Source: an optimization exercise on an open RTL-to-GDS flow (aim: small area). Production flows keep margins and buffers that such runs may drop. RTL that was checked went through simulation tests only; none was proved equivalent to the original. The RTL of run 4 was laid out without a check of its function. Power figures rest on the tool's default switching activity, not on a simulated workload.

File: design/flow/standard.sh
#!/bin/bash
# synth_recipe.tcl (not shown) runs the flow's synth.tcl, then flattens the netlist and writes it again
# the make line also repeats each setting of config.mk as NAME=value (left out here)
make -C /OpenROAD-flow-scripts/flow DESIGN_CONFIG=/design/flow/config.mk WORK_HOME=/design/flow/orfs CLKGATE_MAP_FILE= SYNTH_SCRIPT=/design/flow/synth_recipe.tcl "${@:-finish}"
File: design/flow/design.v
package regfile_pkg;
  localparam int DATA_W_DEF  = 32;
  localparam int ADDR_W_DEF  = 5;
  localparam int NUM_RD_DEF  = 2;
endpackage
module regfile_rd_bit
#(
  parameter int N = 33
) (
  input  logic [N-1:0] sel,
  input  logic [N-1:0] din,
  output logic         dout
);
  localparam int G = (N + 2) / 3;
  logic [3*G-1:0] s3, d3;
  logic [G-1:0]   grp_n;
  always_comb begin
    s3 = '0;
    d3 = '0;
    s3[N-1:0] = sel;
    d3[N-1:0] = din;
  end
  for (genvar g = 0; g < G; g++) begin : g_grp
    regfile_aoi222 u_aoi (
      .a1(s3[3*g]),   .a2(d3[3*g]),
      .b1(s3[3*g+1]), .b2(d3[3*g+1]),
      .c1(s3[3*g+2]), .c2(d3[3*g+2]),
      .y (grp_n[g])
    );
  end
  assign dout = ~&grp_n;
endmodule
module regfile_aoi222 (
  input  logic a1, a2, b1, b2, c1, c2,
  output logic y
);
  assign y = ~((a1 & a2) | (b1 & b2) | (c1 & c2));
endmodule
module regfile_wr_bit (
  input  logic we,
  input  logic we_n,
  input  logic wd,
  input  logic q,
  output logic d
);
  assign d = (we & wd) | (we_n & q);
endmodule
import regfile_pkg::*;
module regfile_multiport
#(
  parameter int DATA_W  = regfile_pkg::DATA_W_DEF,
  parameter int ADDR_W  = regfile_pkg::ADDR_W_DEF,
  parameter int NUM_RD  = regfile_pkg::NUM_RD_DEF
) (
  input  logic                     clk,
  input  logic                     reset_n,
  input  logic [NUM_RD-1:0]        rd_en,
  input  logic [NUM_RD*ADDR_W-1:0] rd_addr,
  output logic [NUM_RD*DATA_W-1:0] rd_data,
  output logic [NUM_RD-1:0]        rd_valid,
  input  logic                     wr_en,
  input  logic [ADDR_W-1:0]        wr_addr,
  input  logic [DATA_W-1:0]        wr_data,
  input  logic                     clr_req,
  output logic                     busy
);
  localparam int DEPTH = 1 << ADDR_W;
  localparam int NT    = DEPTH + 1;    
  logic [DATA_W-1:0] data_q [DEPTH];
  logic [DATA_W-1:0] data_d [DEPTH];
  logic [DEPTH-1:0]  valid_q, valid_d;
  logic [DEPTH-1:0]  hit, wen, wen_n;
  logic              busy_q;
  logic [ADDR_W-1:0] cnt_q;
  logic              int_we;
  logic [ADDR_W-1:0] int_addr;
  logic [DATA_W-1:0] rd_data_q [NUM_RD];
  logic [DATA_W-1:0] rd_data_d [NUM_RD];
  logic [NUM_RD-1:0] rd_valid_q;
  always_ff @(posedge clk or negedge reset_n) begin
    if (!reset_n) begin
      busy_q <= 1'b0;
      cnt_q  <= '0;
    end else begin
      if (busy_q) begin
        cnt_q <= cnt_q + 1'b1;
        if (&cnt_q) busy_q <= 1'b0;
      end else if (clr_req) begin
        busy_q <= 1'b1;
      end
    end
  end
  assign int_we   = busy_q | (wr_en & (wr_addr != '0));
  assign int_addr = busy_q ? cnt_q : wr_addr;
  always_comb begin
    hit     = '0;
    wen     = '0;
    wen_n   = '1;
    valid_d = '0;
    for (int k = 1; k < DEPTH; k++) begin
      hit[k]     = int_we && (int_addr == k);
      wen[k]     = hit[k] && !busy_q;
      wen_n[k]   = !wen[k];
      valid_d[k] = hit[k] ? !busy_q : valid_q[k];
    end
  end
  always_ff @(posedge clk or negedge reset_n) begin
    if (!reset_n) valid_q <= '0;
    else          valid_q <= valid_d;
  end
  for (genvar k = 1; k < DEPTH; k++) begin : g_row
    for (genvar b = 0; b < DATA_W; b++) begin : g_bit
      regfile_wr_bit u_wr (
        .we  (wen[k]),
        .we_n(wen_n[k]),
        .wd  (wr_data[b]),
        .q   (data_q[k][b]),
        .d   (data_d[k][b])
      );
    end
    always_ff @(posedge clk) data_q[k] <= data_d[k];
  end
  for (genvar i = 0; i < NUM_RD; i++) begin : g_rd
    logic [ADDR_W-1:0] ra;
    logic [NT-1:0]     sel;
    assign ra = rd_addr[i*ADDR_W +: ADDR_W];
    always_comb begin
      sel    = '0;
      sel[0] = !rd_en[i];
      for (int k = 1; k < DEPTH; k++)
        sel[k] = rd_en[i] && (ra == k) && valid_q[k] && !hit[k];
      sel[DEPTH] = rd_en[i] && (ra != '0) && int_we && !busy_q && (int_addr == ra);
    end
    for (genvar b = 0; b < DATA_W; b++) begin : g_bit
      logic [NT-1:0] din;
      always_comb begin
        din        = '0;
        din[0]     = rd_data_q[i][b];
        for (int k = 1; k < DEPTH; k++) din[k] = data_q[k][b];
        din[DEPTH] = wr_data[b];
      end
      regfile_rd_bit #(.N(NT)) u_rd (
        .sel (sel),
        .din (din),
        .dout(rd_data_d[i][b])
      );
    end
  end
  always_ff @(posedge clk or negedge reset_n) begin
    if (!reset_n) begin
      rd_valid_q <= '0;
      for (int i = 0; i < NUM_RD; i++) rd_data_q[i] <= '0;
    end else begin
      rd_valid_q <= rd_en;
      for (int i = 0; i < NUM_RD; i++) rd_data_q[i] <= rd_data_d[i];
    end
  end
  always_comb begin
    for (int i = 0; i < NUM_RD; i++) rd_data[i*DATA_W +: DATA_W] = rd_data_q[i];
  end
  assign rd_valid = rd_valid_q;
  assign busy     = busy_q;
endmodule
File: design/flow/config.mk
export PLATFORM = sky130hd
export DESIGN_NAME = regfile_multiport
export DESIGN_NICKNAME = regfile_multiport
export VERILOG_FILES = /design/flow/design.v
export SDC_FILE = /design/flow/constraint.sdc
export NUM_CORES = 4
export LEC_CHECK = 0
export CAP_MARGIN = 20
export CORE_MARGIN = 2
export CORE_UTILIZATION = 40
export GPL_ROUTABILITY_DRIVEN = 0
export PLACE_DENSITY = 0.72
export SLEW_MARGIN = 20
export SYNTH_HIERARCHICAL = 1
export SYNTH_MINIMUM_KEEP_SIZE = 0
export BUFFER_PORTS_ARGS = -buffer_cell sky130_fd_sc_hd__buf_1
export CTS_ARGS = -sink_clustering_enable -repair_clock_nets -dont_use_dummy_load -buf_list "sky130_fd_sc_hd__clkbuf_4" -root_buf sky130_fd_sc_hd__clkbuf_16 -sink_clustering_size 10 -sink_clustering_max_diameter 40
File: design/flow/flow/run.sh
#!/bin/bash
# Standard ORFS layout with two changes: port buffers use the smallest
# buffer cell, and clock tree synthesis uses small leaf buffers over small
# sink clusters and inserts no dummy loads.
set -euo pipefail
cat >> config.mk <<'EOC'
export BUFFER_PORTS_ARGS = -buffer_cell sky130_fd_sc_hd__buf_1
export CTS_ARGS = -sink_clustering_enable -repair_clock_nets -dont_use_dummy_load -buf_list "sky130_fd_sc_hd__clkbuf_4" -root_buf sky130_fd_sc_hd__clkbuf_16 -sink_clustering_size 10 -sink_clustering_max_diameter 40
EOC
bash standard.sh > standard.log 2>&1
File: design/flow/constraint.sdc
create_clock -name core_clock -period 5.0 [get_ports {clk}]
set_input_delay 1.0000 -clock core_clock [delete_from_list [all_inputs] [get_ports {clk}]]
set_output_delay 1.0000 -clock core_clock [all_outputs]
set_load 0.01 [all_outputs]
==> run_results.csv, run 1 <==
group,metric,value,unit
run_status,status,"finished clean",
grt,grt_use_total,0.328,
cells_and_area,areaGrowthSynthToFinish,11.8,%
power,power.leakage,17.5,nW
power,power_density,375,nW/um^2
timing,rsz0062_at_grt,"no",
floorplan,fp-row-count,118,
clocking,clk_pin_slew,100,ps
power,ir_drop,0.289,mV
yosys,ys_seq_area_frac,0.540,
clocking,cts_setup_buffers,0,
yosys,synth_ff_type,"dfxtp_1",
timing,max_slew.worst_pin.slew,1150,ps
min_path,hold_path.class,"input port to async pin",
grt,antenna_found_initial,18,
cells_and_area,regArea,22400,um^2
cells_and_area,layout-drive-gt1-share,0.117,
clocking,cts_tree,"built",
cells_and_area,final_net_count,3831,
route,routedWlPerCell,35.7,um
critical_path,path_max_fanout,34,
yosys,syn-num-nets,3418,
critical_path,crit_type,"flip-flop to flip-flop",
clocking,postCtsHoldBufs,0,
clocking,clk_latency,780,ps
yosys,avgSynthCellArea,12.3,um^2
critical_path,reg2reg_slack,530,ps
floorplan,io_pins,120,
timing,period_minus_slack,4470,ps
timing,fin_worst_skew,82.7,ps
timing,hold_viol,0,
placement,port_buffers,119,
critical_path,cp.arrival,5100,ps
clocking,cts_buffer_depth,3,
clocking,htreeDepth,4,
cells_and_area,multi_input_area,19200,um^2
timing,fin_setup_tns,0,ps
timing,maxSlewHeadroom,0.231,
critical_path,critPathCaptureType,"flip-flop",
flow_run,cap_violations,0,
grt,grt_pass1_wl,265,mm
floorplan,die-area,106000,um^2
cells_and_area,num-fill-cells,9429,
timing,fin_crit_sh,0.893,
critical_path,r2r-start,"busy_q",
clocking,cts_root_buf,"clkbuf_16",
route,drt_iter0_drc,12200,
timing,drv_slew,0,
floorplan,core,103000,um^2
route,drc,0,
route,vias,41600,
critical_path,cp.required,5630,ps
floorplan,die_w,326,um
timing,setup_violations,0,
critical_path,startpoint_type,"flip-flop",
critical_path,r2r-end,"data_q[29][1]",
floorplan,initial_core_util,0.402,
clocking,cts_resized,0,
floorplan,die_height,326,um
clocking,numCtsBuffers,139,
timing,whs,258,ps
route,drt_wl_total,184,mm
critical_path,worst_r2r_path_depth,7,
yosys,ys_ff_latch,1095,
timing,max_freq,224,MHz
yosys,synth-edff-count,0,
placement,dp_hpwl,110,mm
yosys,netlist_instances,3363,
yosys,synth_cell_type_count,37,
clocking,cts_sinks,1095,
yosys,async_flop_share,0.0941,
grt,grt_pass1_vias,38700,
yosys,syn_area,41500,um^2
grt,grt_max_degree,41,
route,vias_per_cell,8.07,
grt,grt_overflow,0,
route,ant_nets,0,
route,dr.pass1.iters,15,
yosys,yosysWarningCount,14,
## Yosys stat by module, one instance, submodules excluded, a selection
module / times used / area (um^2)
regfile_aoi222: 704 / 10.0
regfile_wr_bit: 992 / 8.76
regfile_multiport: 1 / 24300
## final cells by class
| cell class | instances | share of cell area |
|---|---|---|
| diodes | 4 | 0.000216 |
| repair buffers | 290 | 0.0392 |
| well taps | 1380 | 0.0372 |
| multi-input cells | 2216 | 0.415 |
| flip-flops and latches | 1095 | 0.483 |
| clock buffers | 139 | 0.0229 |
| inverters | 34 | 0.00275 |
## state kept, by name, summed over array words and instances (netlist names)
name and flops:
rd_data_q 64, rd_valid_q 2, cnt_q 5, data_q 992
busy_q 1, valid_q 31
## power by group
group | total, mW | leakage (nW) | internal (mW) | switching, mW
Clock | 4.23 | 0.647 | 1.31 | 2.92
Sequential | 11.1 | 9.44 | 10.0 | 1.07
Combinational | 2.05 | 7.45 | 1.02 | 1.03
Total | 17.4 | 17.5 | 12.4 | 5.03
## cell families after synthesis
| logic type | count (synthesis) | synth area share |
|---|---|---|
| multiplexers | 9 | 0.00229 |
| flip-flops | 1095 | 0.540 |
| AO/OA/AOI/OAI | 1746 | 0.387 |
| AND/OR/NAND/NOR | 449 | 0.0622 |
| adder cells (fa/ha/maj) | 2 | 0.000603 |
| XOR/XNOR | 10 | 0.00211 |
| buffers and inverters | 52 | 0.00530 |
## worst max path at each step
| stage | startpoint | end | slack [ps] | depth (start not counted) |
|---|---|---|---|---|
| global placement | wr_addr[0] | rd_data_q[1][26] | 670 | 10 |
| floorplan | wr_addr[0] | rd_data_q[1][0] | -4 | 8 |
| CTS | busy_q | data_q[29][29] | 900 | 7 |
| finish | busy_q | data_q[29][1] | 530 | 7 |
| global route | busy_q | rd_data_q[1][14] | 570 | 9 |
| detailed placement | wr_addr[0] | rd_data_q[1][26] | 660 | 10 |
## metrics by stage
| step | total power, mW | cell area [um^2] | setup WS (ps) | instances | util |
|---|---|---|---|---|---|
| floorplan | 12.3 | 41500 | -3.84 | 3363 | - |
| CTS | 17.2 | 46400 | 898 | 5154 | 0.450 |
| detailed placement | 13.2 | 45400 | 658 | 5015 | 0.439 |
| finish | 17.4 | 46400 | 534 | 5158 | 0.450 |
| global placement | 13.1 | 45300 | 674 | 5015 | 0.439 |
| global route | 18.0 | 46400 | 574 | 5155 | 0.450 |
## routing by layer
layer  vias up  routed length, um  global-route usage
met3       989              34200               0.146
met1     19800              63300               0.415
li1      16400                  -                   -
met5         -                 74                   0
met4        12              11800               0.159
met2      4451              74700               0.476
## critical path: stages, from the launching register on
cell	delay, ps
dfrtp_1	810
buf_4	340
and3b_1	260
o22ai_1	630
or2_2	970
inv_1	560
buf_4	450
a22o_1	290
## cells in the final DEF, fill, tap and decap left out, types with 2 or more instances in the layout
cell type	Yosys	final
mux2_2	4	4
nor4_4	0	2
o22ai_1	15	15
nor4_2	0	13
dfrtp_1	103	103
a222oi_1	704	704
or2_2	32	32
nor3_2	0	45
xnor2_1	5	5
a21oi_1	2	2
nand2_1	38	38
inv_1	34	34
mux2i_1	5	5
a22o_1	992	992
or3_1	69	69
and3b_1	6	6
xor2_1	5	5
nand3_1	69	69
ha_1	2	2
nand4b_1	5	5
dfxtp_1	992	992
nor3_1	52	3
clkbuf_2	0	19
nor3_4	0	4
and3_1	3	3
o21ai_2	10	10
nor3b_1	7	7
buf_12	0	5
nand2b_1	8	8
buf_4	1	166
clkbuf_4	0	139
diode_2	0	4
nor2_1	9	9
nand4_1	133	133
o21ai_0	20	20
buf_1	0	99
## synthesized netlist by cell type (all sizes together) (3+ instances only)
master	n	area, um^2
a22o	992	8690
dfxtp	992	19900
a222oi	704	7050
nand4	133	832
dfrtp	103	2580
nand3	69	345
or3	69	432
nor3	52	260
nand2	38	143
inv	34	128
or2	32	200
o21ai	30	188
nor4	16	100
o22ai	15	93.8
clkbuf	13	48.8
nor2	9	33.8
nand2b	8	50.1
nor3b	7	52.6
and3b	6	52.6
buf	5	43.8
mux2i	5	50.1
nand4b	5	43.8
xnor2	5	43.8
xor2	5	43.8
mux2	4	45.0
and3	3	18.8
==> inputs of run 2 (changes only) <==
--- a/design/flow/config.mk
+++ b/design/flow/config.mk
@@ -10,3 +10,2 @@
 export CORE_UTILIZATION = 40
-export GPL_ROUTABILITY_DRIVEN = 0
 export PLACE_DENSITY = 0.72
==> run 2 against run 1 <==
  * Largest power group unchanged
  * Highest routed layer unchanged
  * Combinational power increased by 2%
  * First-iteration DRC count decreased by 8.4%
  * Largest cell class unchanged
  * Non-clock buffer count increased by 18
  * Setup slack improved by 110 ps
  * Final cell count increased by 0.39%
  * Sequential share of layout area decreased by 0.17 points
  * Global-route usage increased by 0.88 points
  * Fmax increased by 2.5%
  * Register-to-register slack improved by 110 ps
  * Area after synthesis unchanged
  * Core utilization increased by 0.16 points
  * Synthesized cell count unchanged
==> run_results.csv, run 2 <==
group,metric,value,unit
run_status,status,"finished clean",
placement,dp_hpwl,112,mm
route,vias_per_cell,8.07,
grt,grt_pass1_vias,39200,
route,vias,41800,
critical_path,crit_start,"busy_q",
yosys,synth_cell_type_count,37,
critical_path,path_max_fanout,23,
clocking,clk_pin_slew,110,ps
grt,grt_use_total,0.337,
yosys,syn_area,41500,um^2
yosys,synth_ff_type,"dfxtp_1",
timing,period_minus_slack,4360,ps
clocking,cts_resized,0,
min_path,hold_path.class,"input port to async pin",
floorplan,die_height,326,um
yosys,netlist.area_leader.share,0.478,
cells_and_area,finish.utilization,0.451,
clocking,cts_root_buf,"clkbuf_16",
yosys,synth_commonest_cells,"a22o_1, dfxtp_1, a222oi_1, nand4_1, dfrtp_1",
cells_and_area,mostFrequentLayoutCells,"a22o_1, dfxtp_1, a222oi_1",
critical_path,r2r-start,"busy_q",
critical_path,critPathCaptureType,"flip-flop",
yosys,synth_xor_area_frac,0.00211,
route,drt_wl_total,189,mm
yosys,ys_ff_latch,1095,
placement,place_congestion,1.02,
power,ir_drop,0.226,mV
yosys,avgSynthCellArea,12.3,um^2
power,p_total,17.5,mW
cells_and_area,largest_reg_flops,992,
clocking,cts_sinks,1095,
critical_path,slowest_stage,"o21ai_0",
yosys,yosys.area_share.simple,0.0622,
yosys,synth_top_family_by_area,"compound AO/OA/AOI/OAI gates",
flow_run,cap_violations,0,
floorplan,die_w,326,um
route,dr.pass1.iters,14,
clocking,cts_buffer_depth,3,
critical_path,crit_chain,"buf_4, nor3b_1, o22ai_1, o21ai_0, nor4_4, buf_4, a222oi_1, nand4_1, or3_1",
yosys,ys_seq_area_frac,0.540,
yosys,synthMuxAreaShare,0.00229,
yosys,yosys.area.top_type,"dfxtp_1",
clocking,htreeDepth,4,
yosys,synth_compound_area_frac,0.387,
timing,rsz0062_at_grt,"no",
critical_path,r2r-end,"rd_data_q[0][29]",
floorplan,io_pins,120,
floorplan,core,103000,um^2
clocking,clk_latency,770,ps
cells_and_area,regMostFlops,"data_q",
critical_path,slowest_delay,650,ps
route,ant_nets,0,
critical_path,crit_type,"flip-flop to flip-flop",
timing,fin_worst_skew,97.2,ps
critical_path,cp.arrival,4980,ps
timing,fin_crit_sh,0.872,
timing,drv_slew,0,
yosys,yosysWarningCount,14,
yosys,syn-num-nets,3418,
power,power_density,375,nW/um^2
placement,port_buffers,119,
timing,hold_viol,0,
critical_path,crit_end,"rd_data_q[0][29]",
route,routedWlPerCell,36.5,um
clocking,cts_tree,"built",
route,drc,0,
cells_and_area,top_regs,"data_q (992), rd_data_q (64), valid_q (31)",
floorplan,die-area,106000,um^2
cells_and_area,layout-drive-gt1-share,0.121,
clocking,postCtsHoldBufs,0,
power,power.leakage,17.6,nW
floorplan,fp-row-count,118,
timing,setup_violations,0,
clocking,cts_setup_buffers,0,
timing,max_slew.worst_pin.slew,1060,ps
grt,antenna_found_initial,14,
clocking,numCtsBuffers,139,
route,drt_iter0_drc,11200,
grt,grt_pass1_wl,270,mm
cells_and_area,areaGrowthSynthToFinish,12.2,%
cells_and_area,num-fill-cells,9514,
grt,grt_max_degree,50,
yosys,synth-edff-count,0,
yosys,async_flop_share,0.0941,
timing,maxSlewHeadroom,0.293,
yosys,netlist_instances,3363,
yosys,yosys-top-cells-area,"dfxtp_1, a22o_1, a222oi_1, dfrtp_1, nand4_1",
yosys,synth_fa_ha_area_frac,0.000603,
floorplan,initial_core_util,0.402,
critical_path,startpoint_type,"flip-flop",
critical_path,cp.required,5620,ps
cells_and_area,final_net_count,3849,
critical_path,reg2reg_slack,640,ps
grt,grt_overflow,0,
critical_path,crit_top_cell,"buf_4",
timing,max_freq,229,MHz
critical_path,worst_r2r_path_depth,9,
[run 2: cell types whose count changed in the layout (fill, tap and decap cells not counted), sizes merged]
cell / previous run / this run
diode: 4 / 6
clkbuf: 159 / 158
buf: 270 / 289
[run 2: stage by stage]
step,instance area (um^2),std cells,hold slack [ps],setup TNS (ps),worst slack [ps]
after detailed placement,45500,5033,476,0,378
after floorplan,41500,3363,460,-243,-3.84
final,46600,5178,431,0,641
after global placement,45500,5032,473,0,400
after global routing,46600,5172,428,0,648
after CTS,46600,5172,415,0,1030
[run 2: worst max-delay path: cells and delay by family, from the launching register on]
family / cells / cell delay (ps)
buffers and inverters: 2 / 580
AO/OA/AOI/OAI: 3 / 1490
AND/OR/NAND/NOR: 4 / 1770
flip-flops: 1 / 400
[run 2: where the power goes]
| group | internal, mW | leakage [nW] | switching [mW] | total (mW) |
|---|---|---|---|---|
| combinational | 1.04 | 7.50 | 1.07 | 2.10 |
| sequential | 10.0 | 9.44 | 1.06 | 11.1 |
| clock | 1.31 | 0.647 | 2.95 | 4.26 |
[run 2: cell type report]
cell class,count,area (um^2),share of cell area
clock buffers,139,1060,0.0228
repair buffers,308,2000,0.0429
multi-input cells,2216,19200,0.413
diodes,6,15.0,0.000322
flip-flops and latches,1095,22400,0.482
inverters,34,128,0.00274
well taps,1380,1730,0.0371
[run 2: modules after synthesis (local to each module, per instance), a selection]
module / cell area (um^2) / copies in the design
regfile_wr_bit: 8.76 / 992
regfile_aoi222: 10.0 / 704
regfile_multiport: 24300 / 1
[run 2: how the worst min path moves through the flow]
stage	slack [ps]	endpoint	startpoint
after detailed placement	480	data_q[12][7]	data_q[12][7]
after global placement	470	data_q[6][18]	data_q[6][18]
final	430	rd_data_q[1][1]	reset_n
after floorplan	460	data_q[12][0]	data_q[12][0]
after global routing	430	rd_data_q[1][1]	reset_n
after CTS	410	rd_data_q[0][13]	reset_n
[run 2: kinds of logic (layout without fill, tap and decap cells)]
family,count (synthesis),after routing
xor gates and xnor gates,10,10
buffers and inverters,52,481
adders and majority gates,2,2
other,0,6
muxes,9,9
AOI/OAI and AO/OA,1746,1746
DFF,1095,1095
and+or+nand+nor,449,449
[run 2: per-layer routing]
metal	part of all wire	vias up	GRT usage
met3	0.18	977	0.152
met1	0.35	20100	0.428
met5	0.00068	-	0.00444
met2	0.41	4293	0.484
met4	0.062	12	0.163
li1	-	16400	-
==> inputs of run 3 (changes only) <==
--- a/design/flow/config.mk
+++ b/design/flow/config.mk
@@ -10,3 +10,4 @@
 export CORE_UTILIZATION = 40
-export PLACE_DENSITY = 0.72
+export GPL_ROUTABILITY_DRIVEN = 0
+export PLACE_DENSITY = 0.82
 export SLEW_MARGIN = 20
==> run 3 against run 2 <==
  * Still clean
  * Clock skew grew 35 ps
  * Via count rose by 1.6%
  * First-iteration DRC count is 10% higher
  * Core utilization is 0.22 points lower
  * Die area is the same
  * Area after synthesis unchanged
  * Sequential power hardly changed
  * Hold slack worse by 64 ps
==> run_results.csv, run 3 <==
group,metric,value,unit
run_status,status,"finished clean",
power,p_total,17.3,mW
critical_path,crit_chain,"buf_4, nor3b_1, o22ai_1, o21ai_0, nor4_4, buf_4, a222oi_1, nand4_1, or3_1",
timing,drv_slew,0,
yosys,yosys-top-cells-area,"dfxtp_1, a22o_1, a222oi_1, dfrtp_1, nand4_1",
placement,dp_hpwl,109,mm
grt,antenna_found_initial,21,
route,drt_wl_total,181,mm
timing,max_freq,225,MHz
clocking,clk_pin_slew,110,ps
cells_and_area,multi_input_area,19200,um^2
clocking,cts_tree,"built",
critical_path,worst-path-stages,9,
clocking,postCtsHoldBufs,0,
yosys,yosys.area.top_type,"dfxtp_1",
yosys,avgSynthCellArea,12.3,um^2
critical_path,r2r-end,"rd_data_q[0][7]",
critical_path,startpoint_type,"flip-flop",
route,dr.pass1.iters,20,
clocking,cts_sinks,1095,
critical_path,crit_type,"flip-flop to flip-flop",
critical_path,slowest_stage,"dfrtp_1",
cells_and_area,regMostFlops,"data_q",
clocking,htreeDepth,4,
grt,grt_overflow,0,
floorplan,die_height,326,um
critical_path,r2r-start,"busy_q",
min_path,hold_path.class,"input port to async pin",
timing,hold_viol,0,
floorplan,die_w,326,um
flow_run,cap_violations,0,
timing,fin_setup_tns,0,ps
floorplan,initial_core_util,0.402,
cells_and_area,final_net_count,3830,
clocking,cts_setup_buffers,0,
floorplan,io_pins,120,
critical_path,cp.arrival,5080,ps
critical_path,crit_top_cell,"buf_4",
timing,setup_violations,0,
yosys,ys_seq_area_frac,0.540,
cells_and_area,areaGrowthSynthToFinish,11.7,%
cells_and_area,mostFrequentLayoutCells,"a22o_1, dfxtp_1, a222oi_1",
route,ant_nets,0,
critical_path,cp.required,5640,ps
critical_path,slowest_delay,800,ps
route,vias_per_cell,8.23,
critical_path,path_max_fanout,24,
timing,max_slew.worst_pin.slew,1250,ps
clocking,cts_resized,0,
floorplan,fp-row-count,118,
yosys,ys_ff_latch,1095,
yosys,synth_cell_type_count,37,
yosys,async_flop_share,0.0941,
timing,whs,366,ps
floorplan,die-area,106000,um^2
timing,maxSlewHeadroom,0.169,
timing,fin_worst_skew,132,ps
clocking,clk_latency,750,ps
grt,grt_pass1_wl,261,mm
clocking,numCtsBuffers,136,
timing,fin_crit_sh,0.889,
yosys,netlist.area_leader.share,0.478,
clocking,cts_buffer_depth,3,
cells_and_area,top_regs,"data_q (992), rd_data_q (64), valid_q (31)",
cells_and_area,num-fill-cells,9316,
yosys,synth_commonest_cells,"a22o_1, dfxtp_1, a222oi_1, nand4_1, dfrtp_1",
grt,grt_max_degree,47,
grt,grt_pass1_vias,40000,
clocking,cts_root_buf,"clkbuf_16",
critical_path,worst_r2r_path_depth,9,
yosys,netlist_instances,3363,
placement,port_buffers,119,
cells_and_area,finish.utilization,0.449,
route,drc,0,
yosys,synth-edff-count,0,
cells_and_area,layout-drive-gt1-share,0.117,
timing,rsz0062_at_grt,"no",
power,ir_drop,0.279,mV
critical_path,reg2reg_slack,550,ps
critical_path,worst-path-buf-inv,2,
yosys,syn_area,41500,um^2
timing,period_minus_slack,4450,ps
yosys,syn-num-nets,3418,
yosys,synth_ff_type,"dfxtp_1",
cells_and_area,regArea,22400,um^2
cells_and_area,largest_reg_flops,992,
yosys,yosysWarningCount,14,
route,vias,42500,
power,power_density,374,nW/um^2
grt,grt_use_total,0.320,
floorplan,core,103000,um^2
route,drt_iter0_drc,12300,
power,power.leakage,17.5,nW
critical_path,crit_family,"simple AND/OR/NAND/NOR gates",
critical_path,critPathCaptureType,"flip-flop",
route,routedWlPerCell,35.0,um
## run 3: cell families after synthesis
logic type	Yosys count	share of synthesized area
compound gates	1746	0.387
xor+xnor	10	0.00211
fa+ha+maj	2	0.000603
buf+inv	52	0.00530
flops	1095	0.540
mux	9	0.00229
simple gates	449	0.0622
## run 3: worst reg2reg max path, cell delays in order (launching register included)
cell and delay, ps:
dfrtp_1 800, buf_4 330, nor3b_1 410, o22ai_1 230
o21ai_0 630, nor4_4 180, buf_4 310, a222oi_1 630
nand4_1 460, or3_1 490
## run 3: worst max-delay path by stage
stage	from	to	slack, ps
after floorplan	wr_addr[0]	rd_data_q[1][0]	-4
after global placement	wr_addr[1]	rd_data_q[0][7]	720
after detailed placement	wr_en	rd_data_q[1][1]	620
after CTS	busy_q	rd_data_q[0][10]	860
after global routing	busy_q	rd_data_q[0][19]	390
final	busy_q	rd_data_q[0][7]	550
## run 3: cell type report
class | count | share of cell area
sequential | 1095 | 0.484
multi-input combinational | 2216 | 0.414
timing repair buffer | 292 | 0.0387
tap | 1380 | 0.0372
clock buffer | 136 | 0.0224
inverter | 34 | 0.00275
antenna | 9 | 0.000486
## run 3: per-stage QoR
step | cell area [um^2] | setup slack (ps) | cells
floorplan | 41500 | -3.84 | 3363
global placement | 45300 | 725 | 5017
detailed placement | 45300 | 621 | 5017
CTS | 46300 | 858 | 5153
global route | 46400 | 395 | 5156
finish | 46400 | 555 | 5162
## run 3: Yosys stat by module (local to each module, per instance), excerpt
module / cells inside / cell area (um^2)
regfile_multiport: 1411 / 24300
regfile_aoi222: 1 / 10.0
regfile_wr_bit: 1 / 8.76
## run 3: power by group
group          internal [mW]  leakage, nW  switching, mW  total, mW
combinational           1.02         7.40           1.04       2.06
sequential              10.0         9.44           1.09       11.1
clock                   1.29        0.633           2.87       4.15
## run 3: per-layer routing
metal	track usage	vias up	wire length (um)
li1	-	16400	-
met1	0.381	20000	58300
met2	0.454	4782	71200
met3	0.176	1280	36500
met4	0.180	34	14500
met5	0.0151	-	423
==> inputs of run 4 (changes only) <==
--- a/design/flow/design.v
+++ b/design/flow/design.v
@@ -71,7 +71,5 @@
   logic [DEPTH-1:0]  valid_q, valid_d;
-  logic [DEPTH-1:0]  hit, wen, wen_n;
+  logic [DEPTH-1:0]  swp, pw, wen, wen_n, vq_ns;
   logic              busy_q;
   logic [ADDR_W-1:0] cnt_q;
-  logic              int_we;
-  logic [ADDR_W-1:0] int_addr;
   logic [DATA_W-1:0] rd_data_q [NUM_RD];
@@ -92,14 +90,16 @@
   end
-  assign int_we   = busy_q | (wr_en & (wr_addr != '0));
-  assign int_addr = busy_q ? cnt_q : wr_addr;
   always_comb begin
-    hit     = '0;
+    swp     = '0;
+    pw      = '0;
     wen     = '0;
     wen_n   = '1;
+    vq_ns   = '0;
     valid_d = '0;
     for (int k = 1; k < DEPTH; k++) begin
-      hit[k]     = int_we && (int_addr == k);
-      wen[k]     = hit[k] && !busy_q;
-      wen_n[k]   = !wen[k];
-      valid_d[k] = hit[k] ? !busy_q : valid_q[k];
+      swp[k]     = busy_q && (cnt_q == k);
+      pw[k]      = wr_en && !busy_q && (wr_addr == k);
+      wen[k]     = pw[k];
+      wen_n[k]   = !pw[k];
+      vq_ns[k]   = valid_q[k] && !swp[k];
+      valid_d[k] = pw[k] || vq_ns[k];
     end
@@ -130,4 +130,4 @@
       for (int k = 1; k < DEPTH; k++)
-        sel[k] = rd_en[i] && (ra == k) && valid_q[k] && !hit[k];
-      sel[DEPTH] = rd_en[i] && (ra != '0) && int_we && !busy_q && (int_addr == ra);
+        sel[k] = rd_en[i] && (ra == k) && vq_ns[k] && !pw[k];
+      sel[DEPTH] = rd_en[i] && (ra != '0) && wr_en && !busy_q && (wr_addr == ra);
     end
==> design/flow/flow/run.sh (replaced) <==
#!/bin/bash
# Standard ORFS layout with two changes: port buffers use the smallest
# buffer cell, and clock tree synthesis builds larger sink clusters and
# inserts no dummy loads.
set -euo pipefail
cat >> config.mk <<'EOC'
export BUFFER_PORTS_ARGS = -buffer_cell sky130_fd_sc_hd__buf_1
export CTS_ARGS = -sink_clustering_enable -repair_clock_nets -dont_use_dummy_load -buf_list "sky130_fd_sc_hd__clkbuf_8 sky130_fd_sc_hd__clkbuf_16" -sink_clustering_size 30 -sink_clustering_max_diameter 80
EOC
bash standard.sh > standard.log 2>&1
==> design/flow/config.mk (replaced) <==
export PLATFORM = sky130hd
export DESIGN_NAME = regfile_multiport
export DESIGN_NICKNAME = regfile_multiport
export VERILOG_FILES = /design/flow/design.v
export SDC_FILE = /design/flow/constraint.sdc
export NUM_CORES = 4
export LEC_CHECK = 0
export CAP_MARGIN = 20
export CORE_MARGIN = 2
export CORE_UTILIZATION = 48
export SLEW_MARGIN = 20
export SYNTH_HIERARCHICAL = 1
export SYNTH_MINIMUM_KEEP_SIZE = 0
export BUFFER_PORTS_ARGS = -buffer_cell sky130_fd_sc_hd__buf_1
export CTS_ARGS = -sink_clustering_enable -repair_clock_nets -dont_use_dummy_load -buf_list "sky130_fd_sc_hd__clkbuf_8 sky130_fd_sc_hd__clkbuf_16" -sink_clustering_size 30 -sink_clustering_max_diameter 80
==> run 4 against run 3 <==
  * Core utilization is 9.3 points higher
  * Largest power group unchanged
  * Wire length is 17% higher
  * Setup slack worse by 38 ps
  * Power is 1.0% higher
  * Die area is 16% lower
  * Non-clock buffer count is 17 higher
  * First-iteration DRC count is 15% lower
  * Still clean
  * Synthesized cell count is 1.3% higher
  * Flip-flop and latch count stayed put
  * Register-to-register slack worse by 40 ps
  * Highest routed layer unchanged
==> run_results.csv, run 4 <==
group,metric,value,unit
run_status,status,"finished clean",
grt,grt_use_total,0.453,
cells_and_area,regMostFlops,"data_q",
yosys,async_flop_share,0.0941,
critical_path,critPathCaptureType,"flip-flop",
grt,grt_max_degree,94,
critical_path,worst-path-stages,7,
cells_and_area,final_net_count,3804,
route,routedWlPerCell,43.3,um
power,power_frac_seq,0.621,
yosys,avgSynthCellArea,12.2,um^2
critical_path,cp.arrival,5020,ps
timing,maxSlewHeadroom,0.225,
cells_and_area,finish.utilization,0.543,
floorplan,die-area,89300,um^2
critical_path,worst-path-buf-inv,1,
placement,pre_cts_ws,631,ps
cells_and_area,instances_no_fill,4908,
yosys,synth_ff_type,"dfxtp_1",
yosys,synth_compound_area_frac,0.383,
timing,fin_crit_sh,0.897,
critical_path,startpoint_type,"flip-flop",
timing,rsz0062_at_grt,"no",
floorplan,die_w,299,um
yosys,synth_top_family_by_area,"compound AO/OA/AOI/OAI gates",
cells_and_area,layout-drive-gt1-share,0.100,
floorplan,core,86500,um^2
timing,fin_worst_skew,74.8,ps
yosys,synth-edff-count,0,
critical_path,crit_start,"busy_q",
clocking,cts_resized,0,
yosys,synth_commonest_cells,"a22o_1, dfxtp_1, a222oi_1, nand4_1, dfrtp_1",
cells_and_area,areaGrowthSynthToFinish,12.5,%
critical_path,crit_family,"simple AND/OR/NAND/NOR gates",
critical_path,crit_chain,"nand3b_1, o21ai_0, nor3_2, buf_4, a222oi_1, nand4_1, or3_1",
route,ant_nets,0,
power,combPwrFrac,0.116,
cells_and_area,finalInstanceArea,46900,um^2
power,power_density,373,nW/um^2
clocking,cts_tree,"built",
clocking,postCtsHoldBufs,0,
timing,fin_ws,517,ps
yosys,synth_cell_type_count,50,
power,p_sw,4.97,mW
floorplan,initial_core_util,0.482,
clocking,clk_pin_slew,110,ps
critical_path,r2r-end,"rd_data_q[0][9]",
yosys,synthMuxAreaShare,0.000240,
placement,dp_hpwl,128,mm
grt,grt_overflow,0,
timing,drv_slew,0,
floorplan,fp-row-count,108,
power,p_total,17.5,mW
route,vias,42100,
route,vias_per_cell,8.57,
critical_path,path_max_fanout,23,
grt,antenna_found_initial,11,
timing,hold_viol,0,
grt,grt_pass1_vias,40600,
timing,max_slew.worst_pin.slew,1160,ps
timing,period_minus_slack,4480,ps
grt,grt_pass1_wl,297,mm
power,p_sw_frac,0.283,
critical_path,crit_type,"flip-flop to flip-flop",
yosys,synth_fa_ha_area_frac,0.00180,
clocking,clk_latency,680,ps
timing,whs,198,ps
yosys,yosysWarningCount,14,
power,p_int,12.6,mW
yosys,syn_area,41700,um^2
route,dr.pass1.iters,15,
yosys,yosys.area_share.simple,0.0694,
yosys,netlist.area_leader.share,0.476,
timing,max_freq,223,MHz
yosys,netlist_instances,3408,
route,drc,0,
timing,setup_violations,0,
clocking,cts_root_buf,"clkbuf_16",
cells_and_area,largest_reg_flops,992,
placement,place_congestion,1.02,
placement,port_buffers,119,
route,drt_wl_total,212,mm
critical_path,crit_end,"rd_data_q[0][9]",
cells_and_area,mostFrequentLayoutCells,"a22o_1, dfxtp_1, a222oi_1",
power,ir_drop,0.376,mV
min_path,hold_path.class,"input port to async pin",
clocking,htreeDepth,2,
critical_path,cp.required,5540,ps
clocking,numCtsBuffers,49,
clocking,cts_sinks,1095,
yosys,yosys-top-cells-area,"dfxtp_1, a22o_1, a222oi_1, dfrtp_1, nand4_1",
critical_path,worst_r2r_path_depth,7,
clocking,cts_buffer_depth,3,
critical_path,slowest_delay,820,ps
power,power.leakage,17.5,nW
placement,postPlaceCellArea,45700,um^2
route,drt_iter0_drc,10500,
yosys,ys_ff_latch,1095,
critical_path,reg2reg_slack,520,ps
clocking,cts_setup_buffers,0,
floorplan,die_height,299,um
floorplan,io_pins,120,
critical_path,slowest_stage,"dfrtp_1",
placement,place.detailed.instances,4847,
critical_path,r2r-start,"busy_q",
power,clkPwrFrac,0.262,
yosys,syn-num-nets,3467,
yosys,synth_xor_area_frac,0.00231,
yosys,yosys.area.top_type,"dfxtp_1",
cells_and_area,top_regs,"data_q (992), rd_data_q (64), valid_q (31)",
timing,fin_setup_tns,0,ps
yosys,ys_seq_area_frac,0.538,
flow_run,cap_violations,0,
## run 4: cell count changes after synthesis, sizes merged, moves of 14 or more
| cell | change |
|---|---|
| nand2 | +38 |
| nor2b | +14 |
| nand3 | +34 |
| o22ai | -15 |
| or2 | -31 |
## run 4: final cells by class
type | instances | area, um^2
flip-flops and latches | 1095 | 22400
repair buffers | 309 | 2060
inverters | 37 | 139
clock buffers | 49 | 1230
multi-input cells | 2253 | 19600
fillers | 7448 | 39500
diodes | 10 | 25.0
well taps | 1155 | 1450
## run 4: kinds of logic (layout without fill, tap and decap cells)
family / after synthesis / count (layout)
mux: 1 / 1
simple gates: 499 / 499
xor+xnor: 11 / 11
flops: 1095 / 1095
fa+ha+maj: 6 / 6
compound gates: 1736 / 1736
other cells: 0 / 10
buf+inv: 60 / 395
## run 4: Yosys stat by module (local to each module, per instance), a selection
module | flip-flops and latches | cells inside | cell area (um^2)
regfile_wr_bit | 0 | 1 | 8.76
regfile_aoi222 | 0 | 1 | 10.0
regfile_multiport | 1095 | 1456 | 24500
## run 4: how the worst min path moves through the flow
stage                   start              to  slack (ps)  cells past startpoint
6_report              reset_n        cnt_q[4]         200                      1
5_1_grt               reset_n        cnt_q[4]         190                      1
4_1_cts               reset_n        cnt_q[4]         180                      1
3_5_place_dp    data_q[23][5]   data_q[23][5]         480                      1
3_3_place_gp   data_q[15][16]  data_q[15][16]         470                      1
2_1_floorplan   data_q[12][0]   data_q[12][0]         460                      1
## run 4: power by group through the flow
stage | logic, mW | registers (mW) | clock network [mW]
2_1_floorplan | 1.23 | 10.7 | 0
5_1_grt | 2.16 | 11.0 | 4.89
3_3_place_gp | 1.91 | 10.9 | 0
6_report | 2.04 | 10.9 | 4.60
3_5_place_dp | 1.98 | 11.0 | 0
4_1_cts | 1.99 | 10.8 | 4.58
## run 4: per-layer routing
layer  share of wire  track usage
met5         0.00022            0
met4           0.097        0.364
met3            0.14        0.108
met2            0.42        0.668
met1            0.34        0.567
## run 4: worst register-to-register path: stages (launching register included)
cell and delay [ps]:
dfrtp_1 820, nand3b_1 660, o21ai_0 620, nor3_2 270, buf_4 330, a222oi_1 380
nand4_1 690, or3_1 620

[what the ideal ports hide]
In the flow no input, the clock included, has a driving cell. The finished layouts below were timed again as built, in two steps. Step 1, drivers: a clkbuf_16 drives clk and a buf_2 each remaining input, both assumed. Step 2 moves the port delays by t, midway between the first and last clock arrival at a register: inputs arrive t later, outputs are due t later. That takes back most of the time a late clock gives input paths. Slacks: ideal / step 1 / step 2; pairs: ideal / step 1.
run | t (ns) | setup slack, ns | worst setup path at the end
run 1 | 0.803 | 0.534 / 0.534 / 0.340 | input to register
run 2 | 0.801 | 0.641 / 0.641 / -0.026 | input to register
run 3 | 0.764 | 0.555 / 0.555 / 0.194 | input to register
run 4 | 0.719 | 0.517 / 0.517 / 0.194 | input to register
Met with ideal ports but missed after step 2: setup timing in run 2. For run 2, which loses most, drivers alone change the setup slack by 0.000 ns; drivers and shift together by -0.667 ns.
